This is an optimization exercise on Yosys and OpenROAD, whose aim is small area, a short achievable clock period and few clock cycles per item, not a production implementation.
In this exercise RTL edits were held to simulation tests only and were not proved equivalent to the original.
Power figures rest on the tool's default switching activity, not on a simulated workload.

--- design/flow/config.mk ---
export PLATFORM = sky130hd
export DESIGN_NAME = pipe_prefix_adder
export DESIGN_NICKNAME = pipe_prefix_adder
export VERILOG_FILES = /design/flow/design.v
export SDC_FILE = /design/flow/constraint.sdc
export NUM_CORES = 4
export LEC_CHECK = 0
export ABC_AREA = 1
export CAP_MARGIN = 20
export CORE_MARGIN = 2
export CORE_UTILIZATION = 40
export CTS_BUF_LIST = sky130_fd_sc_hd__clkbuf_8
export CTS_CLUSTER_SIZE = 50
export SETUP_SLACK_MARGIN = 1.65
export SLEW_MARGIN = 20
--- design/flow/constraint.sdc ---
create_clock -name core_clock -period 4.5 [get_ports {clk}]
set_input_delay 0.9000 -clock core_clock [delete_from_list [all_inputs] [get_ports {clk}]]
set_output_delay 0.9000 -clock core_clock [all_outputs]
set_load 0.01 [all_outputs]
--- design/flow/design.v ---
module pipe_prefix_adder #(
  parameter int WIDTH     = 68,
  parameter int REG_EVERY = 2,
  parameter int TAG_W     = 4,
  parameter int BLK       = 5,
  parameter int EB        = 4
) (
  input  logic             clk,
  input  logic             rst,
  input  logic             in_valid,
  output logic             in_ready,
  input  logic [WIDTH-1:0] a,
  input  logic [WIDTH-1:0] b,
  input  logic             cin,
  input  logic             op,
  input  logic [TAG_W-1:0] tag,
  output logic             out_valid,
  input  logic             out_ready,
  output logic [WIDTH-1:0] sum,
  output logic             cout,
  output logic             ovf,
  output logic             zero,
  output logic [TAG_W-1:0] tag_o
);
  localparam int NB  = (WIDTH + BLK - 1) / BLK;    
  localparam int TLO = (NB - 1) * BLK;             
  function automatic integer lg2(input integer v);
    integer r;
    r = 0;
    while ((1 << r) < v) r = r + 1;
    lg2 = r;
  endfunction
  logic [WIDTH-1:0] bx, p, g, s0_d;
  logic             c0;
  assign bx = op ? ~b : b;
  assign c0 = op | cin;
  assign p  = a ^ bx;
  assign g  = a & bx;
  logic [NB-1:0] eg, ep;
  logic          g_top_d;
  assign eg[0] = c0;
  assign ep[0] = 1'b0;
  for (genvar j = 0; j < NB; j++) begin : g_blk
    localparam int LO = j * BLK;
    localparam int HI = (LO + BLK < WIDTH) ? LO + BLK - 1 : WIDTH - 1;
    localparam int N  = HI - LO + 1;
    logic [N:0] lc;    
    logic [N:0] gc;    
    if (j == 0) begin : g_ci
      assign lc[0] = c0;
    end else begin : g_cz
      assign lc[0] = 1'b0;
    end
    assign gc[0] = 1'b0;
    for (genvar i = 0; i < N; i++) begin : g_bit
      assign lc[i+1] = g[LO+i] | (p[LO+i] & lc[i]);
      assign gc[i+1] = g[LO+i] | (p[LO+i] & gc[i]);
    end
    assign s0_d[HI:LO] = p[HI:LO] ^ lc[N-1:0];
    if (j < NB - 1) begin : g_el
      assign eg[j+1] = gc[N];
      assign ep[j+1] = &p[HI:LO];
    end else begin : g_top
      assign g_top_d = gc[N];
    end
  end
  localparam int LV = lg2(NB);
  logic [NB-1:0] pg [LV+1];
  logic [NB-1:0] pp [LV+1];
  assign pg[0] = eg;
  assign pp[0] = ep;
  for (genvar l = 0; l < LV; l++) begin : g_pl
    for (genvar j = 0; j < NB; j++) begin : g_pj
      if (j >= (1 << l)) begin : g_cmb
        assign pg[l+1][j] = pg[l][j] | (pp[l][j] & pg[l][j-(1<<l)]);
        assign pp[l+1][j] = pp[l][j] & pp[l][j-(1<<l)];
      end else begin : g_pass
        assign pg[l+1][j] = pg[l][j];
        assign pp[l+1][j] = pp[l][j];
      end
    end
  end
  logic z_d;
  assign z_d = ~|(p ^ {a[WIDTH-2:0] | bx[WIDTH-2:0], c0});
  logic [WIDTH-1:0] r_d;
  for (genvar j = 0; j < NB; j++) begin : g_early
    localparam int LO = j * BLK;
    localparam int HI = (LO + BLK < WIDTH) ? LO + BLK - 1 : WIDTH - 1;
    if (j == 0 || j >= EB) begin : g_keep
      assign r_d[HI:LO] = s0_d[HI:LO];
    end else begin : g_fin
      for (genvar i = LO; i <= HI; i++) begin : g_bit
        if (i == LO) begin : g_lo
          assign r_d[i] = s0_d[i] ^ pg[LV][j];
        end else begin : g_hi
          assign r_d[i] = s0_d[i] ^ (pg[LV][j] & (&s0_d[i-1:LO]));
        end
      end
    end
  end
  logic             load;
  logic [WIDTH-1:0] s0_q;
  logic [NB-1:EB]   bc_q;
  logic             g_top_q, p_top_q;
  assign load     = ~out_valid | out_ready;
  assign in_ready = load;
  always_ff @(posedge clk or posedge rst) begin
    if (rst) out_valid <= 1'b0;
    else if (load) out_valid <= in_valid;
  end
  always_ff @(posedge clk) begin
    if (load) begin
      s0_q    <= r_d;
      bc_q    <= pg[LV][NB-1:EB];
      g_top_q <= g_top_d;
      p_top_q <= p[WIDTH-1];
      tag_o   <= tag;
      zero    <= z_d;
    end
  end
  logic [NB-1:0] ones;
  for (genvar j = 0; j < NB; j++) begin : g_sum
    localparam int LO = j * BLK;
    localparam int HI = (LO + BLK < WIDTH) ? LO + BLK - 1 : WIDTH - 1;
    assign ones[j] = &s0_q[HI:LO];
    if (j < EB) begin : g_b0
      assign sum[HI:LO] = s0_q[HI:LO];
    end else begin : g_bj
      for (genvar i = LO; i <= HI; i++) begin : g_bit
        if (i == LO) begin : g_lo
          assign sum[i] = s0_q[i] ^ bc_q[j];
        end else begin : g_hi
          assign sum[i] = s0_q[i] ^ (bc_q[j] & (&s0_q[i-1:LO]));
        end
      end
    end
  end
  assign cout = g_top_q | (bc_q[NB-1] & ones[NB-1]);
  assign ovf  = sum[WIDTH-1] ^ p_top_q ^ cout;
endmodule
--- design/flow/flow/run.sh ---
#!/bin/bash
# The standard layout, with two changes:
#  - synthesis skips the full/half-adder extraction (ADDER_MAP_FILE empty),
#    leaving all arithmetic to abc; it is otherwise the standard synthesis;
#  - each port gets a buf_1 as its port buffer.
set -e
export BUFFER_PORTS_ARGS="-buffer_cell sky130_fd_sc_hd__buf_1"
ADDER_MAP_FILE= bash standard.sh synth > synth.log 2>&1
bash standard.sh > standard.log 2>&1
--- design/flow/standard.sh ---
#!/bin/bash
# synth_recipe.tcl (not shown) runs the flow's synth.tcl, then flattens the netlist and writes it again
# the make line also repeats each setting of config.mk as NAME=value (left out here)
make -C /OpenROAD-flow-scripts/flow DESIGN_CONFIG=/design/flow/config.mk WORK_HOME=/design/flow/orfs CLKGATE_MAP_FILE= SYNTH_SCRIPT=/design/flow/synth_recipe.tcl "${@:-finish}"
==> flow_metrics.env, run 1 <==
export IMPL_yosysTopAreaCellShare=0.3066
export IMPL_ys_warn_count=3
export IMPL_pre_cts_ws_ns=1.148
export IMPL_rsz0062_at_grt="no"
export IMPL_power_switching_w=0.001134
export IMPL_grt_use_total=0.2121
export IMPL_start_util=0.4101
export IMPL_setup_viol=0
export IMPL_leakagePower_nw=4.714
export IMPL_fp_dieW_microns=148.3
export IMPL_antenna_left=0
export IMPL_ys_types=41
export IMPL_synth_most_common_cell="nand2_1"
export IMPL_cts_tree="built"
export IMPL_synthArstFlopShare=0.01163
export IMPL_p_int_w=0.001734
export IMPL_synthToLayoutAreaGrowth_pct=14.76
export IMPL_max_freq_mhz=376.1
export IMPL_post_cts_buffers=0
export IMPL_clk_pin_slew_ns=0.09
export IMPL_critPathArrivalTime_ns=1.76
export IMPL_setup_ws_ns=1.841
export IMPL_insertion_delay_ns=0.38
export IMPL_power_density_mw_per_mm2=300.2
export IMPL_reg2reg_from="out_valid"
export IMPL_grt_overflow=0
export IMPL_io_pins=223
export IMPL_grt_pass1_wl_microns=35540
export IMPL_maxCapViolations=0
export IMPL_diodes=0
export IMPL_wl_per_cell_microns=14.00
export IMPL_crit_fanout=3
export IMPL_critPathRequiredTime_ns=3.60
export IMPL_yosys_area_top_type="edfxtp_1"
export IMPL_yosysSeqAreaShare=0.3096
export IMPL_use_met1=0.2838
export IMPL_startpoint_type="register"
export IMPL_ys_seq_elements=86
export IMPL_status="no timing/DRC/antenna violations"
export IMPL_pwr_share_clk=0.194
export IMPL_slew_headroom=0.6506
export IMPL_dieArea_sq_mm=0.02198
export IMPL_core_sq_mm=0.02030
export IMPL_fin_nets=1558
export IMPL_htree_levels=3
export IMPL_synth_area_leaders="edfxtp_1 31%, nand2_1 18%, xor2_1 12%"
export IMPL_avgSynthCellArea_sq_um=6.908
export IMPL_dp_hpwl_microns=19070
export IMPL_p_seq_frac=0.395
export IMPL_cp_end_kind="output pin"
export IMPL_skew_ns=0.007269
export IMPL_drive_above_1_share=0.05434
export IMPL_syn_nets=1351
export IMPL_port_buffers=222
export IMPL_swShare=0.3954
export IMPL_r2r_end="s0_q[10]"
export IMPL_synth_cells=1205
export IMPL_drcViolationCount=0
export IMPL_worst_pin_slew_ns=0.5240
export IMPL_gr_usage_met3=0.03006
export IMPL_clock_path_buffers=2
export IMPL_num_vias=7674
export IMPL_combPwrFrac=0.411
export IMPL_cts_root_buffer="clkbuf_8"
export IMPL_reg2regPathDepth=2
export IMPL_reg2reg_slack_ns=2.78
export IMPL_maxSlewViolCount=0
export IMPL_synth_edf_count=85
export IMPL_top_usage_layer="met2"
export IMPL_finalWirelength_microns=23620
export IMPL_ir_worst_vdd_v=0.0001846
export IMPL_antenna_found_initial=0
export IMPL_grt_pass1_vias=7049
export IMPL_met2_usage=0.3502
export IMPL_cts_sinks=86
export IMPL_finalHoldViolations=0
export IMPL_numCtsBuffers=9
export IMPL_path_class="register to output pin"
export IMPL_synth_commonest_cells="390 x nand2_1, 194 x inv_1, 114 x nor2_1"
export IMPL_die_y_microns=148.3
export IMPL_gp_congestion=0.8641
export IMPL_grt_max_degree=35
export IMPL_min_path_type="input port to async pin"
export IMPL_post_route_period_util=0.5908
export IMPL_tns_ns=0
export IMPL_fin_crit_ns=2.659
export IMPL_vias_per_cell=4.549
export IMPL_synth_ff_type="edfxtp_1"
export IMPL_synthesis_area_sq_mm=0.008324
export IMPL_firstDrtPassIters=5
export IMPL_std_cell_rows=52
export IMPL_drtIter0Drc=392
==> worst max-delay path, stage by stage (launching register included) <==
cell and delay, ns:
edfxtp_1 0.47, and3_1 0.25, or2_2 0.27, nand2_1 0.09
xor2_1 0.13, buf_1 0.17
==> cells by family after synthesis <==
| family | after synthesis | synth area share |
|---|---|---|
| buf+inv | 235 | 0.1230 |
| compound gates | 44 | 0.03262 |
| xor+xnor | 190 | 0.2008 |
| flops | 86 | 0.3096 |
| simple gates | 650 | 0.3340 |
==> state kept, by name, summed over array words and instances, names as in the netlist <==
name       flops
bc_q          10
g_top_q        1
out_valid      1
p_top_q        1
s0_q          68
tag_o          4
zero           1
==> area by class of cell <==
class | instances | area, sq um
Clock buffer | 9 | 123.9
Clock inverter | 7 | 57.56
Fill cell | 2140 | 10750
Inverter | 204 | 773.2
Multi-Input combinational cell | 884 | 4738
Sequential cell | 86 | 2577
Tap cell | 270 | 337.8
Timing Repair Buffer | 227 | 944.7
==> metal layers <==
| metal | vias up | share of wire |
|---|---|---|
| li1 | 4065 | - |
| met1 | 3344 | 0.45 |
| met3 | 31 | 0.064 |
| met4 | 0 | 0.025 |
| met2 | 234 | 0.46 |
| met5 | - | 0 |
==> power by group through the flow <==
| stage | Combinational (W) | Sequential, W | Clock, W |
|---|---|---|---|
| CTS | 0.00118 | 0.00113 | 0.000570 |
| detailed placement | 0.00117 | 0.00115 | 0 |
| global placement | 0.00116 | 0.00115 | 0 |
| finish | 0.00118 | 0.00113 | 0.000556 |
| floorplan | 0.000860 | 0.00113 | 0 |
| global route | 0.00132 | 0.00115 | 0.000595 |
==> placed cells by master (no fill, tap or decap), types with 2 or more instances in the layout <==
cell      netlist  layout
nand2_1       390     389
buf_1           0     221
inv_1         194     196
nor2_1        114     114
xor2_1        113     113
edfxtp_1       85      85
xnor2_1        76      76
nand3_1        59      59
or2_2          19      19
nor3_1         13      13
o21ai_0        11      11
a21o_1         10      10
nand4_1        10      10
a21oi_1        10      10
nand2_2         9       9
or2_1           9       9
and2_1          9       9
clkbuf_8        0       9
inv_2           9       8
nor2_2          5       5
clkinv_2        0       4
o21ai_1         3       3
nand3_2         4       3
a21boi_1        3       3
nand2_4         1       2
nand3b_2        2       2
nand3_4         1       2
a21oi_2         2       2
buf_16          0       2
buf_4          21       2
==> worst max path at each step <==
stage	start	end	cells past startpoint
floorplan	op	bc_q[13]	14
detailed placement	op	bc_q[9]	17
global route	op	bc_q[13]	17
CTS	op	bc_q[9]	14
global placement	op	bc_q[12]	12
finish	bc_q[13]	ovf	5
==> per-stage QoR <==
stage / utilization / cells / total power (W) / hold WS (ns) / area (sq um)
5_1_grt: 0.4706 / 1687 / 0.003065 / 0.3162 / 9553
3_5_place_dp: 0.4573 / 1669 / 0.002320 / 0.7157 / 9284
2_1_floorplan: - / 1205 / 0.001985 / 0.6287 / 8332
4_1_cts: 0.4684 / 1686 / 0.002889 / 0.2976 / 9508
3_3_place_gp: 0.4573 / 1669 / 0.002311 / 0.7129 / 9284
6_report: 0.4706 / 1687 / 0.002868 / 0.3159 / 9553
==> repair_timing <==
item                                    CTS  global route
hold buffers                              0             0
resized for setup                         2             8
endpoints found under the setup margin   10            21
gates cloned                              1             1
hold endpoints to repair                  0             0
Testbench counts, summed over its fixed seeds: cycles 24,008, items 24,000.
==> inputs of run 2 (changes only) <==
--- a/design/flow/config.mk
+++ b/design/flow/config.mk
@@ -10,6 +10,7 @@
 export CORE_MARGIN = 2
 export CORE_UTILIZATION = 40
 export CTS_BUF_LIST = sky130_fd_sc_hd__clkbuf_8
+export CTS_CLUSTER_DIAMETER = 150
 export CTS_CLUSTER_SIZE = 50
 export SETUP_SLACK_MARGIN = 1.65
 export SLEW_MARGIN = 20
==> flow_metrics.env, run 2 <==
export IMPL_status="no timing/DRC/antenna violations"
export IMPL_reg2reg_from="out_valid"
export IMPL_critPathRequiredTime_ns=3.60
export IMPL_power_switching_w=0.001134
export IMPL_r2r_end="s0_q[10]"
export IMPL_cts_root_buffer="clkbuf_8"
export IMPL_start_util=0.4101
export IMPL_syn_nets=1351
export IMPL_power_density_mw_per_mm2=300.2
export IMPL_fin_crit_ns=2.659
export IMPL_core_sq_mm=0.02030
export IMPL_max_stage_delay_ns=0.47
export IMPL_cp_end_kind="output pin"
export IMPL_maxSlewViolCount=0
export IMPL_insertion_delay_ns=0.38
export IMPL_tns_ns=0
export IMPL_swShare=0.3954
export IMPL_yosysSeqAreaShare=0.3096
export IMPL_firstDrtPassIters=5
export IMPL_clock_path_buffers=2
export IMPL_drcViolationCount=0
export IMPL_finalHoldViolations=0
export IMPL_worst_pin_slew_ns=0.5240
export IMPL_io_pins=223
export IMPL_htree_levels=3
export IMPL_numCtsBuffers=9
export IMPL_grt_use_total=0.2121
export IMPL_reg2reg_slack_ns=2.78
export IMPL_min_path_type="input port to async pin"
export IMPL_synthesis_area_sq_mm=0.008324
export IMPL_grt_overflow=0
export IMPL_grt_pass1_vias=7049
export IMPL_maxCapViolations=0
export IMPL_yosys_area_top_type="edfxtp_1"
export IMPL_dieArea_sq_mm=0.02198
export IMPL_slew_headroom=0.6506
export IMPL_fill_cells=2140
export IMPL_synth_commonest_cells="390 x nand2_1, 194 x inv_1, 114 x nor2_1"
export IMPL_met2_usage=0.3502
export IMPL_clk_pin_slew_ns=0.09
export IMPL_gr_usage_met3=0.03006
export IMPL_synth_most_common_cell="nand2_1"
export IMPL_post_route_period_util=0.5908
export IMPL_reg2regPathDepth=2
export IMPL_ys_types=41
export IMPL_top_usage_layer="met2"
export IMPL_antenna_left=0
export IMPL_cts_tree="built"
export IMPL_path_cells="and3_1 -> or2_2 -> nand2_1 -> xor2_1 -> buf_1"
export IMPL_fp_dieW_microns=148.3
export IMPL_finalWirelength_microns=23620
export IMPL_synth_ff_type="edfxtp_1"
export IMPL_synth_area_leaders="edfxtp_1 31%, nand2_1 18%, xor2_1 12%"
export IMPL_final_cell_mix="389 x nand2_1, 221 x buf_1, 196 x inv_1, 114 x nor2_1, 113 x xor2_1"
export IMPL_p_int_w=0.001734
export IMPL_post_route_util=0.4706
export IMPL_die_y_microns=148.3
export IMPL_regArea_sq_mm=0.002577
export IMPL_largest_reg_flops=68
export IMPL_ys_warn_count=3
export IMPL_pwr_share_clk=0.194
export IMPL_dp_hpwl_microns=19070
export IMPL_setup_viol=0
export IMPL_crit_path_top_delay_cell="edfxtp_1"
export IMPL_ir_worst_vdd_v=0.0001846
export IMPL_drive_above_1_share=0.05434
export IMPL_grt_pass1_wl_microns=35540
export IMPL_synth_edf_count=85
export IMPL_mostFrequentLayoutCell="nand2_1"
export IMPL_wl_per_cell_microns=14.00
export IMPL_synthArstFlopShare=0.01163
export IMPL_p_seq_frac=0.395
export IMPL_multi_input_area_sq_mm=0.004738
export IMPL_crit_fanout=3
export IMPL_grt_max_degree=35
export IMPL_gp_congestion=0.8641
export IMPL_diodes=0
export IMPL_drtIter0Drc=392
export IMPL_startpoint_type="register"
export IMPL_num_vias=7674
export IMPL_final_cells=1687
export IMPL_fin_nets=1558
export IMPL_crit_family="simple AND/OR/NAND/NOR gates"
export IMPL_ys_seq_elements=86
export IMPL_std_cell_rows=52
export IMPL_rsz0062_at_grt="no"
export IMPL_leakagePower_nw=4.714
export IMPL_vias_per_cell=4.549
export IMPL_combPwrFrac=0.411
export IMPL_avgSynthCellArea_sq_um=6.908
export IMPL_ctsHoldBuffers=0
export IMPL_largest_register="s0_q"
export IMPL_largestRegisters="s0_q: 68 flops, bc_q: 10 flops, tag_o: 4 flops"
export IMPL_path_buf_inv=1
export IMPL_yosysTopAreaCellShare=0.3066
export IMPL_port_buffers=222
export IMPL_post_cts_buffers=0
export IMPL_use_met1=0.2838
export IMPL_critPathArrivalTime_ns=1.76
export IMPL_synth_cells=1205
export IMPL_antenna_found_initial=0
export IMPL_skew_ns=0.007269
export IMPL_cts_sinks=86
export IMPL_placedCellCount=1669
export IMPL_path_class="register to output pin"
export IMPL_synthToLayoutAreaGrowth_pct=14.76
export IMPL_max_freq_mhz=376.1
[run 2: cell counts after synthesis]
Identical to the previous run, type by type.
[run 2: how the worst max path moves through the flow]
stage,cells after the start,to,slack [ns],startpoint
2_1_floorplan,14,bc_q[13],1.90,op
3_3_place_gp,12,bc_q[12],1.18,op
3_5_place_dp,17,bc_q[9],1.15,op
4_1_cts,14,bc_q[9],1.66,op
5_1_grt,17,bc_q[13],1.67,op
6_report,5,ovf,1.84,bc_q[13]
[run 2: cells by family (layout without fill, tap and decap cells)]
| group | after synthesis | after routing | synth area share |
|---|---|---|---|
| xor gates and xnor gates | 190 | 190 | 0.2008 |
| buffers and inverters | 235 | 447 | 0.1230 |
| and+or+nand+nor | 650 | 650 | 0.3340 |
| AOI/OAI and AO/OA | 44 | 44 | 0.03262 |
| DFF | 86 | 86 | 0.3096 |
[run 2: timing repair]
| item | 4_1_cts | 5_1_grt |
|---|---|---|
| gates resized for setup | 2 | 8 |
| cloned | 1 | 1 |
| endpoints found under the hold margin | 0 | 0 |
| endpoints found under the setup margin | 10 | 21 |
[run 2: power groups by stage]
stage / Clock (W) / Combinational (W) / Sequential [W]
final: 0.000556 / 0.00118 / 0.00113
after global routing: 0.000595 / 0.00132 / 0.00115
after CTS: 0.000570 / 0.00118 / 0.00113
after detailed placement: 0 / 0.00117 / 0.00115
after global placement: 0 / 0.00116 / 0.00115
after floorplan: 0 / 0.000860 / 0.00113
[run 2: routing by layer]
layer	vias up	wire, microns
met3	31	1513
li1	4065	-
met4	0	586
met2	234	10820
met5	-	0
met1	3344	10700
[run 2: layout make-up]
cell class | instances | share of cell area
clock inverters | 7 | 0.006025
multi-input cells | 884 | 0.4960
repair buffers | 227 | 0.09889
clock buffers | 9 | 0.01297
well taps | 270 | 0.03536
flip-flops and latches | 86 | 0.2698
inverters | 204 | 0.08094
[run 2: metrics by stage]
stage	hold slack, ns	instance area [sq um]	power (W)	setup slack (ns)
2_1_floorplan	0.6287	8332	0.001985	1.905
3_3_place_gp	0.7129	9284	0.002311	1.175
3_5_place_dp	0.7157	9284	0.002320	1.148
4_1_cts	0.2976	9508	0.002889	1.664
5_1_grt	0.3162	9553	0.003065	1.671
6_report	0.3159	9553	0.002868	1.841
==> inputs of run 3 (changes only) <==
--- a/design/flow/config.mk
+++ b/design/flow/config.mk
@@ -10,7 +10,6 @@
 export CORE_MARGIN = 2
 export CORE_UTILIZATION = 40
 export CTS_BUF_LIST = sky130_fd_sc_hd__clkbuf_8
-export CTS_CLUSTER_DIAMETER = 150
-export CTS_CLUSTER_SIZE = 50
-export SETUP_SLACK_MARGIN = 1.65
+export CTS_CLUSTER_SIZE = 30
+export SETUP_SLACK_MARGIN = 1.8
 export SLEW_MARGIN = 20
==> flow_metrics.env, run 3 <==
export IMPL_critPathRequiredTime_ns=3.60
export IMPL_synth_commonest_cells="390 x nand2_1, 194 x inv_1, 114 x nor2_1"
export IMPL_pwr_share_clk=0.193
export IMPL_numCtsBuffers=9
export IMPL_ys_types=41
export IMPL_power_switching_w=0.001150
export IMPL_firstDrtPassIters=4
export IMPL_critPathArrivalTime_ns=1.70
export IMPL_cts_sinks=86
export IMPL_fill_cells=2123
export IMPL_synth_cells=1205
export IMPL_dieArea_sq_mm=0.02198
export IMPL_gr_usage_met3=0.03006
export IMPL_final_cells=1691
export IMPL_cts_tree="built"
export IMPL_fp_dieW_microns=148.3
export IMPL_fin_crit_ns=2.604
export IMPL_max_stage_delay_ns=0.44
export IMPL_grt_max_degree=35
export IMPL_cts_root_buffer="clkbuf_8"
export IMPL_cp_end_kind="output pin"
export IMPL_synth_area_leaders="edfxtp_1 31%, nand2_1 18%, xor2_1 12%"
export IMPL_yosysSeqAreaShare=0.3096
export IMPL_vias_per_cell=4.559
export IMPL_crit_path_top_delay_cell="edfxtp_1"
export IMPL_yosys_area_top_type="edfxtp_1"
export IMPL_grt_overflow=0
export IMPL_path_class="register to output pin"
export IMPL_syn_nets=1351
export IMPL_crit_fanout=3
export IMPL_port_buffers=222
export IMPL_min_path_type="input port to async pin"
export IMPL_largestRegisters="s0_q: 68 flops, bc_q: 10 flops, tag_o: 4 flops"
export IMPL_mostFrequentLayoutCell="nand2_1"
export IMPL_placedCellCount=1669
export IMPL_drive_above_1_share=0.06897
export IMPL_p_seq_frac=0.391
export IMPL_finalWirelength_microns=24150
export IMPL_power_density_mw_per_mm2=298.6
export IMPL_post_route_period_util=0.5787
export IMPL_std_cell_rows=52
export IMPL_synthArstFlopShare=0.01163
export IMPL_startpoint_type="register"
export IMPL_htree_levels=3
export IMPL_yosysTopAreaCellShare=0.3066
export IMPL_maxCapViolations=0
export IMPL_insertion_delay_ns=0.38
export IMPL_setup_viol=0
export IMPL_core_sq_mm=0.02030
export IMPL_use_met1=0.2838
export IMPL_num_vias=7710
export IMPL_io_pins=223
export IMPL_final_cell_mix="387 x nand2_1, 220 x buf_1, 196 x inv_1, 113 x xor2_1, 108 x nor2_1"
export IMPL_avgSynthCellArea_sq_um=6.908
export IMPL_top_usage_layer="met2"
export IMPL_maxSlewViolCount=0
export IMPL_slew_headroom=0.6506
export IMPL_p_int_w=0.001746
export IMPL_synth_edf_count=85
export IMPL_path_cells="and3_1 -> or2_2 -> nand2_1 -> xor2_1 -> clkbuf_2"
export IMPL_antenna_found_initial=0
export IMPL_diodes=0
export IMPL_clk_pin_slew_ns=0.09
export IMPL_synth_ff_type="edfxtp_1"
export IMPL_ir_worst_vdd_v=0.0001854
export IMPL_wl_per_cell_microns=14.28
export IMPL_max_freq_mhz=384.0
export IMPL_swShare=0.3971
export IMPL_drtIter0Drc=383
export IMPL_drcViolationCount=0
export IMPL_multi_input_area_sq_mm=0.004800
export IMPL_synthToLayoutAreaGrowth_pct=16.49
export IMPL_status="no timing/DRC/antenna violations"
export IMPL_dp_hpwl_microns=19070
export IMPL_largest_reg_flops=68
export IMPL_antenna_left=0
export IMPL_fin_nets=1562
export IMPL_regArea_sq_mm=0.002577
export IMPL_grt_use_total=0.2121
export IMPL_ys_seq_elements=86
export IMPL_grt_pass1_vias=7049
export IMPL_leakagePower_nw=4.773
export IMPL_die_y_microns=148.3
export IMPL_clock_path_buffers=2
export IMPL_ctsHoldBuffers=0
export IMPL_worst_pin_slew_ns=0.5241
export IMPL_synthesis_area_sq_mm=0.008324
export IMPL_met2_usage=0.3502
export IMPL_gp_congestion=0.8641
export IMPL_ys_warn_count=3
export IMPL_finalHoldViolations=0
export IMPL_start_util=0.4101
export IMPL_skew_ns=0.005950
export IMPL_reg2reg_slack_ns=2.78
export IMPL_combPwrFrac=0.416
export IMPL_rsz0062_at_grt="yes"
export IMPL_tns_ns=0
export IMPL_largest_register="s0_q"
export IMPL_grt_pass1_wl_microns=35540
export IMPL_synth_most_common_cell="nand2_1"
## run 3: what timing repair did
item,4_1_cts,5_1_grt
resized for setup,4,30
pin swaps,0,1
endpoints found under the setup margin,21,23
buffers inserted,0,1
gates cloned,1,4
## run 3: final timing paths
| check | from | cells past startpoint | to |
|---|---|---|---|
| hold / removal | rst | 2 | out_valid |
| max in group asynchronous | rst | 2 | out_valid |
| hold reg to reg | out_valid | 2 | out_valid |
| setup / recovery | bc_q[13] | 5 | ovf |
| setup reg to reg | out_valid | 2 | s0_q[10] |
| min in group core_clock | tag[1] | 1 | tag_o[1] |
## run 3: metal layers
metal	part of all wire	up-vias
met1	0.46	3377
li1	-	4077
met3	0.061	32
met5	0	-
met4	0.025	0
met2	0.46	224
## run 3: cell families after synthesis
group	Yosys count	share of synthesized area
AO/OA/AOI/OAI	44	0.03262
XOR/XNOR	190	0.2008
buffers and inverters	235	0.1230
flip-flops	86	0.3096
AND/OR/NAND/NOR	650	0.3340
## run 3: worst max-delay path, delay by kind of cell (launching register included)
family	cells	cell delay, ns
AND/OR/NAND/NOR	3	0.60
flip-flops	1	0.44
buffers and inverters	1	0.15
XOR/XNOR	1	0.14
## run 3: power groups by stage
stage,logic [W],registers (W),clock network (W)
after global routing,0.00134,0.00115,0.000595
after detailed placement,0.00117,0.00115,0
after CTS,0.00119,0.00113,0.000570
final,0.00120,0.00113,0.000559
after floorplan,0.000860,0.00113,0
after global placement,0.00116,0.00115,0
## run 3: metrics by stage
step	setup WS, ns	total power, W	cell area, sq um	util	hold slack [ns]
floorplan	1.905	0.001985	8332	-	0.6287
global placement	1.175	0.002311	9284	0.4573	0.7129
detailed placement	1.148	0.002320	9284	0.4573	0.7157
CTS	1.802	0.002890	9517	0.4688	0.2976
global route	1.795	0.003087	9697	0.4777	0.3162
finish	1.896	0.002896	9697	0.4777	0.3121
## run 3: layout make-up
class | count | share of cell area
Sequential cell | 86 | 0.2658
Inverter | 204 | 0.08026
Clock buffer | 9 | 0.01277
Clock inverter | 7 | 0.005935
Tap cell | 270 | 0.03484
Timing Repair Buffer | 231 | 0.1054
Multi-Input combinational cell | 884 | 0.4950
==> inputs of run 4 (changes only) <==
--- a/design/flow/config.mk
+++ b/design/flow/config.mk
@@ -8,8 +8,7 @@
 export ABC_AREA = 1
 export CAP_MARGIN = 20
 export CORE_MARGIN = 2
-export CORE_UTILIZATION = 40
+export CORE_UTILIZATION = 55
 export CTS_BUF_LIST = sky130_fd_sc_hd__clkbuf_8
-export CTS_CLUSTER_SIZE = 30
-export SETUP_SLACK_MARGIN = 1.8
+export SETUP_SLACK_MARGIN = 1.65
 export SLEW_MARGIN = 20
==> flow_metrics.env, run 4 <==
export IMPL_critPathRequiredTime_ns=4.62
export IMPL_yosys_area_top_type="edfxtp_1"
export IMPL_grt_max_degree=51
export IMPL_synth_commonest_cells="390 x nand2_1, 194 x inv_1, 114 x nor2_1"
export IMPL_synthArstFlopShare=0.01163
export IMPL_synth_most_common_cell="nand2_1"
export IMPL_ys_seq_elements=86
export IMPL_crit_top_cell="nand2_1"
export IMPL_mostFrequentLayoutCell="nand2_1"
export IMPL_drtIter0Drc=495
export IMPL_insertion_delay_ns=0.37
export IMPL_yosysSeqAreaShare=0.3096
export IMPL_yosysTopAreaCellShare=0.3066
export IMPL_grt_pass1_wl_microns=33510
export IMPL_antenna_found_initial=0
export IMPL_slew_headroom=0.6724
export IMPL_synth_area_leaders="edfxtp_1 31%, nand2_1 18%, xor2_1 12%"
export IMPL_post_route_util=0.6455
export IMPL_drive_above_1_share=0.05430
export IMPL_startpoint_type="input port"
export IMPL_largestRegisters="s0_q: 68 flops, bc_q: 10 flops, tag_o: 4 flops"
export IMPL_crit_path_top_delay_cell="or2_2"
export IMPL_core_sq_mm=0.01464
export IMPL_diodes=0
export IMPL_rsz0062_at_grt="no"
export IMPL_cts_root_buffer="clkbuf_8"
export IMPL_synth_edf_count=85
export IMPL_wl_per_cell_microns=13.67
export IMPL_fin_crit_ns=2.684
export IMPL_max_freq_mhz=372.6
export IMPL_finalWirelength_microns=21900
export IMPL_vias_per_cell=4.836
export IMPL_grt_pass1_vias=7084
export IMPL_skew_ns=0.008174
export IMPL_pwr_share_clk=0.175
export IMPL_path_cells="buf_16 -> clkbuf_16 -> or2_2 -> nand3_1 -> o21ai_0 -> nand2_1 -> nand2_1 -> nand2_1 -> nand2_1 -> nand2_1 -> nand2_1 -> inv_1 -> nand2_1 -> a21oi_1 -> nand3_1"
export IMPL_maxCapViolations=0
export IMPL_crit_fanout=25
export IMPL_cts_sinks=86
export IMPL_tns_ns=0
export IMPL_antenna_left=0
export IMPL_path_buf_inv=3
export IMPL_synth_cells=1205
export IMPL_setup_viol=0
export IMPL_num_vias=7747
export IMPL_p_seq_frac=0.403
export IMPL_power_density_mw_per_mm2=295.7
export IMPL_grt_use_total=0.2662
export IMPL_ys_types=41
export IMPL_avgSynthCellArea_sq_um=6.908
export IMPL_power_switching_w=0.001117
export IMPL_gp_congestion=0.9184
export IMPL_std_cell_rows=44
export IMPL_ir_worst_vdd_v=0.0001592
export IMPL_final_cell_mix="389 x nand2_1, 221 x buf_1, 197 x inv_1, 114 x nor2_1, 113 x xor2_1"
export IMPL_htree_levels=3
export IMPL_die_y_microns=127.0
export IMPL_synth_ff_type="edfxtp_1"
export IMPL_synthesis_area_sq_mm=0.008324
export IMPL_path_class="input port to register"
export IMPL_post_route_period_util=0.5964
export IMPL_syn_nets=1351
export IMPL_dp_hpwl_microns=17440
export IMPL_leakagePower_nw=4.715
export IMPL_port_buffers=222
export IMPL_io_pins=223
export IMPL_numCtsBuffers=9
export IMPL_dieArea_sq_mm=0.01614
export IMPL_firstDrtPassIters=5
export IMPL_min_path_type="input port to async pin"
export IMPL_fin_nets=1559
export IMPL_critPathArrivalTime_ns=2.81
export IMPL_synthToLayoutAreaGrowth_pct=13.56
export IMPL_p_int_w=0.001678
export IMPL_ys_warn_count=3
export IMPL_maxSlewViolCount=0
export IMPL_crit_family="simple AND/OR/NAND/NOR gates"
export IMPL_max_stage_delay_ns=0.32
export IMPL_worst_pin_slew_ns=0.4915
export IMPL_fp_dieW_microns=127.0
export IMPL_clock_path_buffers=2
export IMPL_grt_overflow=0
export IMPL_swShare=0.3996
export IMPL_finalHoldViolations=0
export IMPL_start_util=0.5684
export IMPL_cp_end_kind="register"
export IMPL_drcViolationCount=0
export IMPL_largest_register="s0_q"
export IMPL_combPwrFrac=0.422
export IMPL_clk_pin_slew_ns=0.09
export IMPL_largest_reg_flops=68
export IMPL_status="no timing/DRC/antenna violations"
export IMPL_cts_tree="built"
[run 4: cell counts after synthesis]
No cell type changed its count.
[run 4: power by group through the flow]
stage / clock network, W / registers [W] / logic (W)
5_1_grt: 0.000523 / 0.00114 / 0.00132
4_1_cts: 0.000498 / 0.00113 / 0.00117
6_report: 0.000490 / 0.00113 / 0.00118
2_1_floorplan: 0 / 0.00113 / 0.000860
3_5_place_dp: 0 / 0.00114 / 0.00116
3_3_place_gp: 0 / 0.00114 / 0.00115
[run 4: worst reg2reg max path: stages, from the launching register on]
cell,delay [ns]
dfrtp_1,0.41
nand2_4,0.38
buf_4,0.52
[run 4: final timing paths]
kind | from | endpoint | slack, ns | cells past startpoint
max reg2reg | out_valid | bc_q[11] | 2.80 | 2
max in group asynchronous | rst | out_valid | 4.10 | 2
min | rst | out_valid | 0.32 | 2
min reg2reg | out_valid | out_valid | 0.84 | 2
max | op | bc_q[13] | 1.82 | 15
min in group core_clock | tag[0] | tag_o[0] | 0.69 | 1
[run 4: what timing repair did]
action	4_1_cts	5_1_grt
gates resized for setup	2	7
cloned	0	3
hold buffers	0	0
setup buffers	0	0
endpoints found under the setup margin	21	21
[run 4: per-stage QoR]
step	total power [W]	setup WS, ns	area [sq um]	std cells	hold slack, ns
2_1_floorplan	0.001985	1.905	8332	1205	0.6287
3_3_place_gp	0.002289	1.019	9176	1583	0.7075
3_5_place_dp	0.002301	0.9177	9176	1583	0.7105
4_1_cts	0.002790	1.651	9344	1599	0.3058
5_1_grt	0.002980	1.678	9453	1602	0.3071
6_report	0.002795	1.816	9453	1602	0.3162
[run 4: layout make-up]
| cell class | count | area (sq um) |
|---|---|---|
| clock buffer | 9 | 123.9 |
| clock inverter | 7 | 35.03 |
| fill | 1398 | 5191 |
| inverter | 204 | 773.2 |
| multi-input combinational | 884 | 4738 |
| sequential | 86 | 2577 |
| tap | 184 | 230.2 |
| timing repair buffer | 228 | 974.7 |
[run 4: cells by family (layout without fill, tap and decap cells)]
logic type             Yosys count  in the layout  synth area share
AO/OA/AOI/OAI                   44             44           0.03262
XOR/XNOR                       190            190            0.2008
buffers and inverters          235            448            0.1230
flip-flops                      86             86            0.3096
AND/OR/NAND/NOR                650            650            0.3340
[run 4: per-layer routing]
| metal | up-vias | part of all wire | track usage |
|---|---|---|---|
| met5 | - | 0 | 0 |
| met4 | 0 | 0.030 | 0.1021 |
| met3 | 41 | 0.067 | 0.03936 |
| met2 | 255 | 0.46 | 0.4532 |
| met1 | 3388 | 0.44 | 0.3439 |
| li1 | 4063 | - | - |
==> inputs of run 5 (changes only) <==
--- a/design/flow/flow/run.sh
+++ b/design/flow/flow/run.sh
@@ -6,4 +6,4 @@
 set -e
 export BUFFER_PORTS_ARGS="-buffer_cell sky130_fd_sc_hd__buf_1"
 ADDER_MAP_FILE= bash standard.sh synth > synth.log 2>&1
-bash standard.sh > standard.log 2>&1
+bash standard.sh finish RECOVER_POWER=100 > standard.log 2>&1
--- a/design/flow/config.mk
+++ b/design/flow/config.mk
@@ -8,7 +8,8 @@
 export ABC_AREA = 1
 export CAP_MARGIN = 20
 export CORE_MARGIN = 2
-export CORE_UTILIZATION = 55
+export CORE_UTILIZATION = 40
 export CTS_BUF_LIST = sky130_fd_sc_hd__clkbuf_8
+export CTS_CLUSTER_SIZE = 30
 export SETUP_SLACK_MARGIN = 1.65
 export SLEW_MARGIN = 20
==> flow_metrics.env, run 5 <==
export IMPL_violations="capacitance limit, slew limit"
export IMPL_skew_ns=0.007993
export IMPL_synthArstFlopShare=0.01163
export IMPL_setup_ws_ns=0.9892
export IMPL_path_class="input port to register"
export IMPL_ys_warn_count=3
export IMPL_io_pins=223
export IMPL_ys_seq_elements=86
export IMPL_clock_path_buffers=2
export IMPL_synth_commonest_cells="390 x nand2_1, 194 x inv_1, 114 x nor2_1"
export IMPL_critPathArrivalTime_ns=3.75
export IMPL_synth_ff_type="edfxtp_1"
export IMPL_drcViolationCount=0
export IMPL_reg2regPathDepth=2
export IMPL_tns_ns=0
export IMPL_wl_per_cell_microns=14.00
export IMPL_clk_pin_slew_ns=0.09
export IMPL_synth_edf_count=85
export IMPL_gp_congestion=0.8641
export IMPL_mostFrequentLayoutCell="nand2_1"
export IMPL_syn_nets=1351
export IMPL_power_density_mw_per_mm2=301.4
export IMPL_yosysTopAreaCellShare=0.3066
export IMPL_dp_hpwl_microns=19070
export IMPL_die_y_microns=148.3
export IMPL_diodes=0
export IMPL_p_int_w=0.001728
export IMPL_pwr_share_clk=0.194
export IMPL_largest_reg_flops=68
export IMPL_crit_fanout=21
export IMPL_cp_end_kind="register"
export IMPL_top_usage_layer="met2"
export IMPL_finalWirelength_microns=23620
export IMPL_max_freq_mhz=284.8
export IMPL_setup_viol=0
export IMPL_ys_types=41
export IMPL_startpoint_type="input port"
export IMPL_post_cts_buffers=0
export IMPL_cts_tree="built"
export IMPL_synthToLayoutAreaGrowth_pct=13.84
export IMPL_finalHoldViolations=0
export IMPL_fin_crit_ns=3.511
export IMPL_synth_most_common_cell="nand2_1"
export IMPL_insertion_delay_ns=0.38
export IMPL_drive_above_1_share=0.04728
export IMPL_cts_root_buffer="clkbuf_8"
export IMPL_synthesis_area_sq_mm=0.008324
export IMPL_post_route_period_util=0.7802
export IMPL_maxCapViolations=1
export IMPL_maxSlewViolCount=33
export IMPL_largestRegisters="s0_q: 68 flops, bc_q: 10 flops, tag_o: 4 flops"
export IMPL_combPwrFrac=0.409
export IMPL_largest_register="s0_q"
export IMPL_path_cells="buf_12 -> clkbuf_1 -> xnor2_1 -> or2_0 -> nand2_1 -> xor2_1 -> nand2_1 -> nor3_1 -> nand2_1 -> nor2_1 -> nand3_1 -> nor2_1"
export IMPL_rsz0062_at_grt="no"
export IMPL_worst_pin_slew_ns=1.520
export IMPL_start_util=0.4101
export IMPL_reg2reg_slack_ns=1.55
export IMPL_cts_sinks=86
export IMPL_std_cell_rows=52
export IMPL_num_vias=7685
export IMPL_reg2reg_from="out_valid"
export IMPL_r2r_end="s0_q[30]"
export IMPL_grt_pass1_vias=7049
export IMPL_grt_max_degree=35
export IMPL_avgSynthCellArea_sq_um=6.908
export IMPL_port_buffers=222
export IMPL_numCtsBuffers=9
export IMPL_drtIter0Drc=383
export IMPL_min_path_type="input port to async pin"
export IMPL_p_seq_frac=0.397
export IMPL_grt_overflow=0
export IMPL_synth_cells=1205
export IMPL_synth_area_leaders="edfxtp_1 31%, nand2_1 18%, xor2_1 12%"
export IMPL_startpoint="op"
export IMPL_yosysSeqAreaShare=0.3096
export IMPL_max_stage_delay_ns=0.98
export IMPL_swShare=0.3950
export IMPL_power_switching_w=0.001128
export IMPL_slew_headroom=-0.01595
export IMPL_use_met1=0.2838
export IMPL_final_cell_mix="393 x nand2_1, 221 x buf_1, 197 x inv_1, 114 x nor2_1, 113 x xor2_1"
export IMPL_yosys_area_top_type="edfxtp_1"
export IMPL_antenna_left=0
export IMPL_gr_usage_met3=0.03006
export IMPL_leakagePower_nw=4.674
export IMPL_critPathRequiredTime_ns=4.74
export IMPL_firstDrtPassIters=4
export IMPL_pre_cts_ws_ns=1.148
export IMPL_cp_endpoint="zero"
export IMPL_antenna_found_initial=0
export IMPL_ir_worst_vdd_v=0.0001847
export IMPL_met2_usage=0.3502
export IMPL_fp_dieW_microns=148.3
export IMPL_crit_path_top_delay_cell="clkbuf_1"
export IMPL_vias_per_cell=4.555
export IMPL_status="complete, but fails checks"
export IMPL_grt_use_total=0.2121
export IMPL_dieArea_sq_mm=0.02198
export IMPL_crit_top_cell="nand2_1"
export IMPL_fin_nets=1558
export IMPL_grt_pass1_wl_microns=35540
export IMPL_htree_levels=3
export IMPL_core_sq_mm=0.02030
-- run 5: cell count changes in the layout (fill, tap and decap cells not counted), sizes merged --
cell      previous run  this run
clkinvlp             2         0
buf                225       224
clkinv               3         5
inv                206       205
bufinv               0         1
-- run 5: per-stage QoR --
stage	power, W	instance area (sq um)	hold slack (ns)	util	instances
after CTS	0.002889	9508	0.2976	0.4684	1686
after global placement	0.002311	9284	0.7129	0.4573	1669
after global routing	0.003054	9477	0.3162	0.4668	1687
after floorplan	0.001985	8332	0.6287	-	1205
after detailed placement	0.002320	9284	0.7157	0.4573	1669
final	0.002856	9477	0.3158	0.4668	1687
-- run 5: kinds of logic after synthesis --
logic type	synth area share
AND/OR/NAND/NOR	0.3340
buffers and inverters	0.1230
XOR/XNOR	0.2008
flip-flops	0.3096
AO/OA/AOI/OAI	0.03262
-- run 5: cell type report --
type / count / area [sq um]
multi-input combinational: 884 / 4690
clock inverter: 7 / 57.56
tap: 270 / 337.8
timing repair buffer: 227 / 917.1
sequential: 86 / 2577
inverter: 204 / 773.2
fill: 2154 / 10820
clock buffer: 9 / 123.9
-- run 5: routing by layer --
| layer | share of wire | routed length [microns] |
|---|---|---|
| met1 | 0.45 | 10720 |
| met2 | 0.46 | 10830 |
| met3 | 0.061 | 1437 |
| met4 | 0.026 | 625 |
| met5 | 0 | 0 |
-- run 5: power groups by stage --
stage               combinational (W)  clock [W]  sequential [W]
global placement              0.00116          0         0.00115
CTS                           0.00118   0.000570         0.00113
floorplan                    0.000860          0         0.00113
global route                  0.00131   0.000595         0.00115
finish                        0.00117   0.000555         0.00113
detailed placement            0.00117          0         0.00115
-- run 5: what timing repair did --
action / 4_1_cts / 5_1_grt
hold buffers: 0 / 0
gates cloned: 1 / 1
resized for setup: 2 / 8
endpoints found under the setup margin: 10 / 21
-- run 5: worst min path at each step --
stage / slack (ns) / to / start / cells past startpoint
floorplan: 0.63 / out_valid / rst / 1
global placement: 0.71 / out_valid / rst / 2
detailed placement: 0.72 / out_valid / rst / 2
CTS: 0.30 / out_valid / rst / 2
global route: 0.32 / out_valid / rst / 2
finish: 0.32 / out_valid / rst / 2
-- run 5: worst max-delay path: cells and delay by family --
family	cells	cell delay [ns]
buffers and inverters	2	1.16
AND/OR/NAND/NOR	8	1.32
XOR/XNOR	2	0.36
==> inputs of run 6 (changes only) <==
--- a/design/flow/flow/run.sh
+++ b/design/flow/flow/run.sh
@@ -6,4 +6,4 @@
 set -e
 export BUFFER_PORTS_ARGS="-buffer_cell sky130_fd_sc_hd__buf_1"
 ADDER_MAP_FILE= bash standard.sh synth > synth.log 2>&1
-bash standard.sh finish RECOVER_POWER=100 > standard.log 2>&1
+bash standard.sh > standard.log 2>&1
--- a/design/flow/config.mk
+++ b/design/flow/config.mk
@@ -11,5 +11,6 @@
 export CORE_UTILIZATION = 40
 export CTS_BUF_LIST = sky130_fd_sc_hd__clkbuf_8
 export CTS_CLUSTER_SIZE = 30
+export PLACE_DENSITY = 0.8
 export SETUP_SLACK_MARGIN = 1.65
 export SLEW_MARGIN = 20
==> flow_metrics.env, run 6 <==
export IMPL_synthArstFlopShare=0.01163
export IMPL_power_density_mw_per_mm2=304.3
export IMPL_grt_use_total=0.2190
export IMPL_yosysTopAreaCellShare=0.3066
export IMPL_finalWirelength_microns=24150
export IMPL_fin_nets=1558
export IMPL_synth_cells=1205
export IMPL_critPathArrivalTime_ns=2.92
export IMPL_start_util=0.4101
export IMPL_power_switching_w=0.001168
export IMPL_cts_sinks=86
export IMPL_maxSlewViolCount=0
export IMPL_synth_commonest_cells="390 x nand2_1, 194 x inv_1, 114 x nor2_1"
export IMPL_synth_ff_type="edfxtp_1"
export IMPL_largestRegisters="s0_q: 68 flops, bc_q: 10 flops, tag_o: 4 flops"
export IMPL_skew_ns=0.02003
export IMPL_antenna_found_initial=1
export IMPL_grt_pass1_vias=7712
export IMPL_yosysSeqAreaShare=0.3096
export IMPL_numCtsBuffers=9
export IMPL_final_cell_mix="389 x nand2_1, 221 x buf_1, 194 x inv_1, 114 x nor2_1, 113 x xor2_1"
export IMPL_grt_overflow=0
export IMPL_die_y_microns=148.3
export IMPL_std_cell_rows=52
export IMPL_largest_register="s0_q"
export IMPL_path_class="input port to register"
export IMPL_startpoint_type="input port"
export IMPL_port_buffers=222
export IMPL_max_freq_mhz=375.5
export IMPL_fp_dieW_microns=148.3
export IMPL_rsz0062_at_grt="no"
export IMPL_p_total_w=0.002910
export IMPL_mostFrequentLayoutCell="nand2_1"
export IMPL_cts_root_buffer="clkbuf_8"
export IMPL_syn_nets=1351
export IMPL_dp_hpwl_microns=19520
export IMPL_clk_pin_slew_ns=0.09
export IMPL_ir_worst_vdd_v=0.0001640
export IMPL_synth_most_common_cell="nand2_1"
export IMPL_synthToLayoutAreaGrowth_pct=14.88
export IMPL_yosys_area_top_type="edfxtp_1"
export IMPL_p_int_w=0.001742
export IMPL_tns_ns=0
export IMPL_p_seq_frac=0.389
export IMPL_vias_per_cell=4.698
export IMPL_slew_headroom=0.6038
export IMPL_grt_pass1_wl_microns=37330
export IMPL_htree_levels=3
export IMPL_min_path_type="input port to async pin"
export IMPL_ctsHoldBuffers=0
export IMPL_critPathRequiredTime_ns=4.75
export IMPL_io_pins=223
export IMPL_largest_reg_flops=68
export IMPL_cp_end_kind="register"
export IMPL_ys_warn_count=3
export IMPL_maxCapViolations=0
export IMPL_worst_pin_slew_ns=0.5944
export IMPL_num_vias=7926
export IMPL_wl_per_cell_microns=14.32
export IMPL_grt_max_degree=45
export IMPL_crit_fanout=22
export IMPL_reg2regPathDepth=2
export IMPL_finalHoldWorstSlack_ns=0.3094
export IMPL_finalHoldViolations=0
export IMPL_status="no timing/DRC/antenna violations"
export IMPL_core_sq_mm=0.02030
export IMPL_firstDrtPassIters=5
export IMPL_swShare=0.4014
export IMPL_antenna_left=0
export IMPL_drive_above_1_share=0.05508
export IMPL_pwr_share_clk=0.202
export IMPL_synth_area_leaders="edfxtp_1 31%, nand2_1 18%, xor2_1 12%"
export IMPL_leakagePower_nw=4.709
export IMPL_post_cts_buffers=0
export IMPL_dieArea_sq_mm=0.02198
export IMPL_clock_path_buffers=2
export IMPL_fin_crit_ns=2.663
export IMPL_setup_viol=0
export IMPL_drcViolationCount=0
export IMPL_insertion_delay_ns=0.40
export IMPL_ys_types=41
export IMPL_drtIter0Drc=490
export IMPL_synthesis_area_sq_mm=0.008324
export IMPL_gp_congestion=0.8957
export IMPL_cts_tree="built"
export IMPL_avgSynthCellArea_sq_um=6.908
export IMPL_synth_edf_count=85
export IMPL_ys_seq_elements=86
export IMPL_post_route_period_util=0.5919
export IMPL_combPwrFrac=0.410
[run 6: final cells by class]
| cell class | count | area, sq um |
|---|---|---|
| Sequential cell | 86 | 2577 |
| Multi-Input combinational cell | 884 | 4731 |
| Clock inverter | 6 | 70.07 |
| Antenna cell | 1 | 2.502 |
| Inverter | 204 | 770.7 |
| Timing Repair Buffer | 227 | 949.7 |
| Tap cell | 270 | 337.8 |
| Fill cell | 2067 | 10740 |
| Clock buffer | 9 | 123.9 |
[run 6: metrics by stage]
step | util | std cells | area (sq um) | setup WS (ns)
after floorplan | - | 1205 | 8332 | 1.905
after global placement | 0.4573 | 1669 | 9284 | 0.9703
after detailed placement | 0.4573 | 1669 | 9284 | 0.8201
after CTS | 0.4673 | 1684 | 9487 | 1.654
after global routing | 0.4710 | 1686 | 9560 | 1.703
final | 0.4711 | 1687 | 9563 | 1.837
[run 6: worst paths after layout]
path / slack (ns) / to / start
setup reg to reg: 2.81 / bc_q[6] / out_valid
setup / recovery: 1.84 / zero / op
hold reg to reg: 0.79 / out_valid / out_valid
min in group core_clock: 0.67 / tag_o[3] / tag[3]
hold / removal: 0.31 / out_valid / rst
max in group asynchronous: 4.10 / out_valid / rst
[run 6: metal layers]
metal | up-vias | track usage | wire length (microns)
met5 | - | 0 | 0
met2 | 309 | 0.3806 | 11470
met1 | 3524 | 0.2767 | 10200
li1 | 4057 | - | -
met3 | 36 | 0.04509 | 1976
met4 | 0 | 0.05952 | 509
[run 6: cell families (layout without fill, tap and decap cells)]
group,count (synthesis),count (layout),share of synthesized area
simple gates,650,650,0.3340
buf+inv,235,446,0.1230
xor+xnor,190,190,0.2008
flops,86,86,0.3096
compound gates,44,44,0.03262
other cells,0,1,0
[run 6: critical path, cell delays in order]
cell     delay (ns)
buf_16         0.15
buf_16         0.18
or2_2          0.32
a21o_1         0.20
nand2_1        0.16
xor2_1         0.24
o21ai_1        0.15
nor3_1         0.15
nand2_1        0.12
nor2_1         0.13
nand3_1        0.09
nor2_1         0.10
[run 6: power by group through the flow]
stage / Combinational, W / Clock (W) / Sequential, W
detailed placement: 0.00117 / 0 / 0.00115
finish: 0.00119 / 0.000587 / 0.00113
CTS: 0.00118 / 0.000606 / 0.00113
floorplan: 0.000860 / 0 / 0.00113
global route: 0.00133 / 0.000634 / 0.00115
global placement: 0.00115 / 0 / 0.00115
[run 6: timing repair]
| item | 4_1_cts | 5_1_grt |
|---|---|---|
| setup endpoints to repair | 21 | 19 |
| gates cloned | 0 | 2 |
| gates resized for setup | 2 | 5 |
| pin swaps | 0 | 1 |
==> inputs of run 7 (changes only) <==
--- a/design/flow/config.mk
+++ b/design/flow/config.mk
@@ -11,6 +11,6 @@
 export CORE_UTILIZATION = 40
 export CTS_BUF_LIST = sky130_fd_sc_hd__clkbuf_8
 export CTS_CLUSTER_SIZE = 30
-export PLACE_DENSITY = 0.8
+export PLACE_DENSITY = 0.45
 export SETUP_SLACK_MARGIN = 1.65
 export SLEW_MARGIN = 20
==> flow_metrics.env, run 7 <==
export IMPL_clk_pin_slew_ns=0.09
export IMPL_clock_path_buffers=2
export IMPL_grt_use_total=0.2124
export IMPL_slew_headroom=0.6650
export IMPL_synth_most_common_cell="nand2_1"
export IMPL_reg2regPathDepth=2
export IMPL_num_vias=7524
export IMPL_synth_top_family_by_area="simple AND/OR/NAND/NOR gates"
export IMPL_maxSlewViolCount=0
export IMPL_fp_dieW_microns=148.3
export IMPL_maxCapViolations=0
export IMPL_ctsHoldBuffers=0
export IMPL_die_y_microns=148.3
export IMPL_power_density_mw_per_mm2=301.2
export IMPL_synth_area_leaders="edfxtp_1 31%, nand2_1 18%, xor2_1 12%"
export IMPL_finalWirelength_microns=23690
export IMPL_ir_worst_vdd_v=0.0001258
export IMPL_path_cells="buf_8 -> buf_16 -> or2_2 -> nand3_2 -> nand2_1 -> inv_2 -> nand2_1 -> nor2_2 -> nand2_1 -> nor2_1 -> nand2_1 -> nand3_4 -> buf_4 -> nand2_1 -> xor2_1"
export IMPL_synthXorXnorAreaFrac=0.2008
export IMPL_reg2reg_from="out_valid"
export IMPL_syn_nets=1351
export IMPL_synth_area_mux_share=0
export IMPL_reg2reg_slack_ns=3.09
export IMPL_fill_cells=2214
export IMPL_grt_pass1_vias=6935
export IMPL_yosys_area_top_type="edfxtp_1"
export IMPL_htree_levels=3
export IMPL_path_class="input port to register"
export IMPL_gp_congestion=0.8355
export IMPL_antenna_found_initial=0
export IMPL_start_util=0.4101
export IMPL_yosys_area_share_simple=0.3340
export IMPL_skew_ns=0.01067
export IMPL_dieArea_sq_mm=0.02198
export IMPL_synthToLayoutAreaGrowth_pct=15.33
export IMPL_tns_ns=0
export IMPL_vias_per_cell=4.457
export IMPL_dp_hpwl_microns=19330
export IMPL_grt_pass1_wl_microns=35450
export IMPL_ys_warn_count=3
export IMPL_max_freq_mhz=368.6
export IMPL_wl_per_cell_microns=14.03
export IMPL_core_sq_mm=0.02030
export IMPL_cts_root_buffer="clkbuf_8"
export IMPL_synthArstFlopShare=0.01163
export IMPL_min_path_type="input port to async pin"
export IMPL_startpoint_type="input port"
export IMPL_synthesis_area_sq_mm=0.008324
export IMPL_cp_end_kind="register"
export IMPL_worst_pin_slew_ns=0.5025
export IMPL_yosysSeqAreaShare=0.3096
export IMPL_fin_nets=1559
export IMPL_grt_overflow=0
export IMPL_crit_path_top_delay_cell="or2_2"
export IMPL_crit_top_cell="nand2_1"
export IMPL_mostFrequentLayoutCell="nand2_1"
export IMPL_std_cell_rows=52
export IMPL_synth_compound_area_share=0.03262
export IMPL_final_cell_mix="389 x nand2_1, 221 x buf_1, 195 x inv_1, 111 x xor2_1, 111 x nor2_1"
export IMPL_synth_ff_type="edfxtp_1"
export IMPL_drive_above_1_share=0.05924
export IMPL_grt_max_degree=87
export IMPL_finalHoldViolations=0
export IMPL_numCtsBuffers=9
export IMPL_setup_viol=0
export IMPL_cts_sinks=86
export IMPL_fin_crit_ns=2.713
export IMPL_leakagePower_nw=4.714
export IMPL_io_pins=223
export IMPL_largest_reg_flops=68
export IMPL_port_buffers=222
export IMPL_insertion_delay_ns=0.39
export IMPL_diodes=0
export IMPL_synthAdderAreaFrac=0
export IMPL_post_route_period_util=0.6030
export IMPL_crit_fanout=23
export IMPL_multi_input_area_sq_mm=0.004772
export IMPL_ys_seq_elements=86
export IMPL_synth_cells=1205
export IMPL_regArea_sq_mm=0.002577
export IMPL_firstDrtPassIters=7
export IMPL_cts_tree="built"
export IMPL_largest_register="s0_q"
export IMPL_synth_commonest_cells="390 x nand2_1, 194 x inv_1, 114 x nor2_1"
export IMPL_antenna_left=0
export IMPL_avgSynthCellArea_sq_um=6.908
export IMPL_rsz0062_at_grt="no"
export IMPL_critPathRequiredTime_ns=4.65
export IMPL_largestRegisters="s0_q: 68 flops, bc_q: 10 flops, tag_o: 4 flops"
export IMPL_drcViolationCount=0
export IMPL_post_route_util=0.4729
export IMPL_status="no timing/DRC/antenna violations"
export IMPL_yosysTopAreaCellShare=0.3066
export IMPL_max_stage_delay_ns=0.32
export IMPL_r2r_end="s0_q[7]"
export IMPL_critPathArrivalTime_ns=2.86
export IMPL_ys_types=41
export IMPL_synth_edf_count=85
export IMPL_drtIter0Drc=348
[run 7: cell counts after synthesis]
Identical to the previous run, type by type.
[run 7: power breakdown]
group / switching (W) / internal [W]
Clock: 0.000320 / 0.000253
Sequential: 0.0000682 / 0.00106
Combinational: 0.000763 / 0.000427
Total: 0.00115 / 0.00174
[run 7: cells by family (layout without fill, tap and decap cells)]
logic type	after synthesis	count (layout)
AND/OR/NAND/NOR	650	650
buffers and inverters	235	448
XOR/XNOR	190	190
flip-flops	86	86
AO/OA/AOI/OAI	44	44
[run 7: worst max-delay path by stage]
stage	cells after the start	end	start	slack [ns]
after floorplan	14	bc_q[13]	op	1.90
after global placement	12	zero	op	0.65
after detailed placement	12	zero	op	0.67
after CTS	12	zero	op	1.72
after global routing	14	bc_q[12]	op	1.67
final	15	s0_q[19]	op	1.79
[run 7: what timing repair did]
| item | 4_1_cts | 5_1_grt |
|---|---|---|
| pin swaps | 0 | 2 |
| setup buffers | 0 | 1 |
| endpoints found under the setup margin | 19 | 11 |
| gates cloned | 0 | 1 |
| resized for setup | 9 | 13 |
[run 7: metal layers]
metal | vias to the layer above | global-route usage | wire (microns)
met5 | - | 0 | 0
met4 | 0 | 0.05095 | 285
met3 | 16 | 0.02393 | 1071
met2 | 183 | 0.3650 | 11240
met1 | 3263 | 0.2870 | 11100
li1 | 4062 | - | -
[run 7: metrics by stage]
step,area (sq um),setup WS (ns),hold slack (ns),instances,total power (W)
detailed placement,9291,0.6679,0.7093,1670,0.002326
global placement,9291,0.6528,0.7070,1670,0.002330
finish,9600,1.787,0.3051,1688,0.002892
CTS,9527,1.717,0.2883,1686,0.002915
floorplan,8332,1.905,0.6287,1205,0.001985
global route,9600,1.666,0.2991,1688,0.003094
[run 7: worst max-delay path: cells and delay by family]
kind | cells | cell delay, ns
AND/OR/NAND/NOR | 10 | 1.19
buffers and inverters | 4 | 0.59
XOR/XNOR | 1 | 0.13
[run 7: cell type report]
type / instances / area share
well taps: 270 / 0.03519
clock inverters: 7 / 0.006907
clock buffers: 9 / 0.01290
inverters: 204 / 0.08028
repair buffers: 228 / 0.09918
flip-flops and latches: 86 / 0.2685
multi-input cells: 884 / 0.4971
==> inputs of run 8 (changes only) <==
--- a/design/flow/config.mk
+++ b/design/flow/config.mk
@@ -11,6 +11,5 @@
 export CORE_UTILIZATION = 40
 export CTS_BUF_LIST = sky130_fd_sc_hd__clkbuf_8
 export CTS_CLUSTER_SIZE = 30
-export PLACE_DENSITY = 0.45
 export SETUP_SLACK_MARGIN = 1.65
 export SLEW_MARGIN = 20
==> flow_metrics.env, run 8 <==
export IMPL_vias_per_cell=4.549
export IMPL_reg2reg_slack_ns=2.78
export IMPL_max_freq_mhz=376.1
export IMPL_crit_fanout=3
export IMPL_grt_pass1_vias=7049
export IMPL_mostFrequentLayoutCell="nand2_1"
export IMPL_grt_pass1_wl_microns=35540
export IMPL_clk_pin_slew_ns=0.09
export IMPL_yosysSeqAreaShare=0.3096
export IMPL_die_y_microns=148.3
export IMPL_diodes=0
export IMPL_startpoint_type="register"
export IMPL_reg2regPathDepth=2
export IMPL_maxCapViolations=0
export IMPL_drive_above_1_share=0.05434
export IMPL_synth_commonest_cells="390 x nand2_1, 194 x inv_1, 114 x nor2_1"
export IMPL_fp_dieW_microns=148.3
export IMPL_cts_root_buffer="clkbuf_8"
export IMPL_worst_pin_slew_ns=0.5240
export IMPL_htree_levels=3
export IMPL_ys_warn_count=3
export IMPL_drtIter0Drc=392
export IMPL_rsz0062_at_grt="no"
export IMPL_synth_edf_count=85
export IMPL_yosys_area_top_type="edfxtp_1"
export IMPL_setup_viol=0
export IMPL_post_route_period_util=0.5908
export IMPL_slew_headroom=0.6506
export IMPL_cts_sinks=86
export IMPL_path_cells="and3_1 -> or2_2 -> nand2_1 -> xor2_1 -> buf_1"
export IMPL_cp_endpoint="ovf"
export IMPL_grt_use_total=0.2121
export IMPL_max_stage_delay_ns=0.47
export IMPL_avgSynthCellArea_sq_um=6.908
export IMPL_yosysTopAreaCellShare=0.3066
export IMPL_synth_top_family_by_area="simple AND/OR/NAND/NOR gates"
export IMPL_largest_reg_flops=68
export IMPL_status="no timing/DRC/antenna violations"
export IMPL_tns_ns=0
export IMPL_start_util=0.4101
export IMPL_ys_seq_elements=86
export IMPL_critPathRequiredTime_ns=3.60
export IMPL_drcViolationCount=0
export IMPL_critPathArrivalTime_ns=1.76
export IMPL_finalWirelength_microns=23620
export IMPL_cts_tree="built"
export IMPL_reg2reg_from="out_valid"
export IMPL_clock_path_buffers=2
export IMPL_ctsHoldBuffers=0
export IMPL_synthXorXnorAreaFrac=0.2008
export IMPL_core_sq_mm=0.02030
export IMPL_grt_overflow=0
export IMPL_pre_cts_ws_ns=1.148
export IMPL_synthArstFlopShare=0.01163
export IMPL_synth_cells=1205
export IMPL_insertion_delay_ns=0.38
export IMPL_synth_ff_type="edfxtp_1"
export IMPL_largestRegisters="s0_q: 68 flops, bc_q: 10 flops, tag_o: 4 flops"
export IMPL_final_cell_mix="389 x nand2_1, 221 x buf_1, 196 x inv_1, 114 x nor2_1, 113 x xor2_1"
export IMPL_path_depth=5
export IMPL_min_path_type="input port to async pin"
export IMPL_num_vias=7674
export IMPL_startpoint="bc_q[13]"
export IMPL_synth_area_leaders="edfxtp_1 31%, nand2_1 18%, xor2_1 12%"
export IMPL_path_class="register to output pin"
export IMPL_numCtsBuffers=9
export IMPL_std_cell_rows=52
export IMPL_antenna_found_initial=0
export IMPL_dp_hpwl_microns=19070
export IMPL_synthToLayoutAreaGrowth_pct=14.76
export IMPL_firstDrtPassIters=5
export IMPL_path_buf_inv=1
export IMPL_cp_end_kind="output pin"
export IMPL_gp_congestion=0.8641
export IMPL_setup_ws_ns=1.841
export IMPL_fin_crit_ns=2.659
export IMPL_leakagePower_nw=4.714
export IMPL_crit_family="simple AND/OR/NAND/NOR gates"
export IMPL_antenna_left=0
export IMPL_grt_max_degree=35
export IMPL_dieArea_sq_mm=0.02198
export IMPL_finalHoldViolations=0
export IMPL_wl_per_cell_microns=14.00
export IMPL_io_pins=223
export IMPL_largest_register="s0_q"
export IMPL_synth_compound_area_share=0.03262
export IMPL_synthesis_area_sq_mm=0.008324
export IMPL_skew_ns=0.007269
export IMPL_synth_most_common_cell="nand2_1"
export IMPL_yosys_area_share_simple=0.3340
export IMPL_r2r_end="s0_q[10]"
export IMPL_port_buffers=222
export IMPL_synthAdderAreaFrac=0
export IMPL_crit_path_top_delay_cell="edfxtp_1"
export IMPL_maxSlewViolCount=0
export IMPL_synth_area_mux_share=0
export IMPL_ys_types=41
export IMPL_fin_nets=1558
export IMPL_syn_nets=1351
export IMPL_power_density_mw_per_mm2=300.2
export IMPL_ir_worst_vdd_v=0.0001846
==> run 8: area by class of cell <==
type                    instances  area, sq um
inverters                     204        773.2
fillers                      2140        10750
clock buffers                   9        123.9
multi-input cells             884         4738
well taps                     270        337.8
repair buffers                227        944.7
flip-flops and latches         86         2577
clock inverters                 7        57.56
==> run 8: worst min-delay path by stage <==
| stage | startpoint | endpoint | slack (ns) | depth (start not counted) |
|---|---|---|---|---|
| detailed placement | rst | out_valid | 0.72 | 2 |
| global placement | rst | out_valid | 0.71 | 2 |
| CTS | rst | out_valid | 0.30 | 2 |
| global route | rst | out_valid | 0.32 | 2 |
| floorplan | rst | out_valid | 0.63 | 1 |
| finish | rst | out_valid | 0.32 | 2 |
==> run 8: worst register-to-register path, delay by kind of cell (launching register included) <==
| family | cells | cell delay [ns] |
|---|---|---|
| buffers and inverters | 1 | 0.56 |
| flip-flops | 1 | 0.41 |
| AND/OR/NAND/NOR | 1 | 0.38 |
==> run 8: report_power, final <==
group	total (W)	internal [W]	switching (W)
clock	0.000556	0.000250	0.000307
sequential	0.00113	0.00106	0.0000707
combinational	0.00118	0.000423	0.000757
total	0.00287	0.00173	0.00113
==> run 8: cell families (layout without fill, tap and decap cells) <==
group                     Yosys count  after routing
buffers and inverters             235            447
xor gates and xnor gates          190            190
DFF                                86             86
AOI/OAI and AO/OA                  44             44
and+or+nand+nor                   650            650
==> run 8: routing by layer <==
layer	up-vias	share of wire	routed length [microns]	track usage
met5	-	0	0	0
met4	0	0.025	586	0.07810
met3	31	0.064	1513	0.03006
met2	234	0.46	10820	0.3502
met1	3344	0.45	10700	0.2838
li1	4065	-	-	-
==> run 8: repair_timing <==
action	4_1_cts	5_1_grt
cloned	1	1
resized for setup	2	8
pin swaps	0	0
buffers inserted	0	0
endpoints found under the setup margin	10	21
==> run 8: metrics by stage <==
| step | hold slack, ns | total power, W | cell area, sq um | utilization | std cells |
|---|---|---|---|---|---|
| 3_3_place_gp | 0.7129 | 0.002311 | 9284 | 0.4573 | 1669 |
| 6_report | 0.3159 | 0.002868 | 9553 | 0.4706 | 1687 |
| 4_1_cts | 0.2976 | 0.002889 | 9508 | 0.4684 | 1686 |
| 5_1_grt | 0.3162 | 0.003065 | 9553 | 0.4706 | 1687 |
| 3_5_place_dp | 0.7157 | 0.002320 | 9284 | 0.4573 | 1669 |
| 2_1_floorplan | 0.6287 | 0.001985 | 8332 | - | 1205 |

## static timing again, ports no longer ideal
Ports are ideal in the flow. The routed layouts listed here were re-timed in OpenROAD.
Step 1 (the two cells are an assumption about what drives the block):
set clk [get_ports {clk}]
set_driving_cell -lib_cell sky130_fd_sc_hd__clkbuf_16 $clk
set_driving_cell -lib_cell sky130_fd_sc_hd__buf_2 [delete_from_list [all_inputs] $clk]
Step 2, shift: input delay + t, output delay - t, t = (earliest + latest rising clock arrival at the registers) / 2. This alone moves slack from input paths to output paths.
Slacks: no drivers / after step 1 / after step 2; pairs: no drivers / after step 1.
run	shift t [ns]	slack for setup (ns)	hold WS [ns]	worst register clock-pin slew, ns	worst data-port slew with drivers (ns)
run 1	0.414	1.841 / 1.799 / 1.476	0.316 / 0.293 / 0.707	0.09 / 0.09	0.06
run 2	0.414	1.841 / 1.799 / 1.476	0.316 / 0.293 / 0.707	0.09 / 0.09	0.06
run 3	0.417	1.896 / 1.853 / 1.479	0.312 / 0.289 / 0.706	0.09 / 0.09	0.08
run 4	0.405	1.816 / 1.735 / 1.330	0.316 / 0.297 / 0.703	0.10 / 0.10	0.18
run 5	0.414	0.989 / 0.971 / 0.556	0.316 / 0.293 / 0.707	0.09 / 0.09	0.06
run 6	0.425	1.837 / 1.765 / 1.339	0.309 / 0.292 / 0.718	0.11 / 0.11	0.17
run 7	0.422	1.787 / 1.793 / 1.371	0.305 / 0.279 / 0.702	0.10 / 0.10	0.05
run 8	0.414	1.841 / 1.799 / 1.476	0.316 / 0.293 / 0.707	0.09 / 0.09	0.06
The setup slack of run 6, which loses most, moves by -0.072 ns with the drivers and by -0.498 ns with both steps.
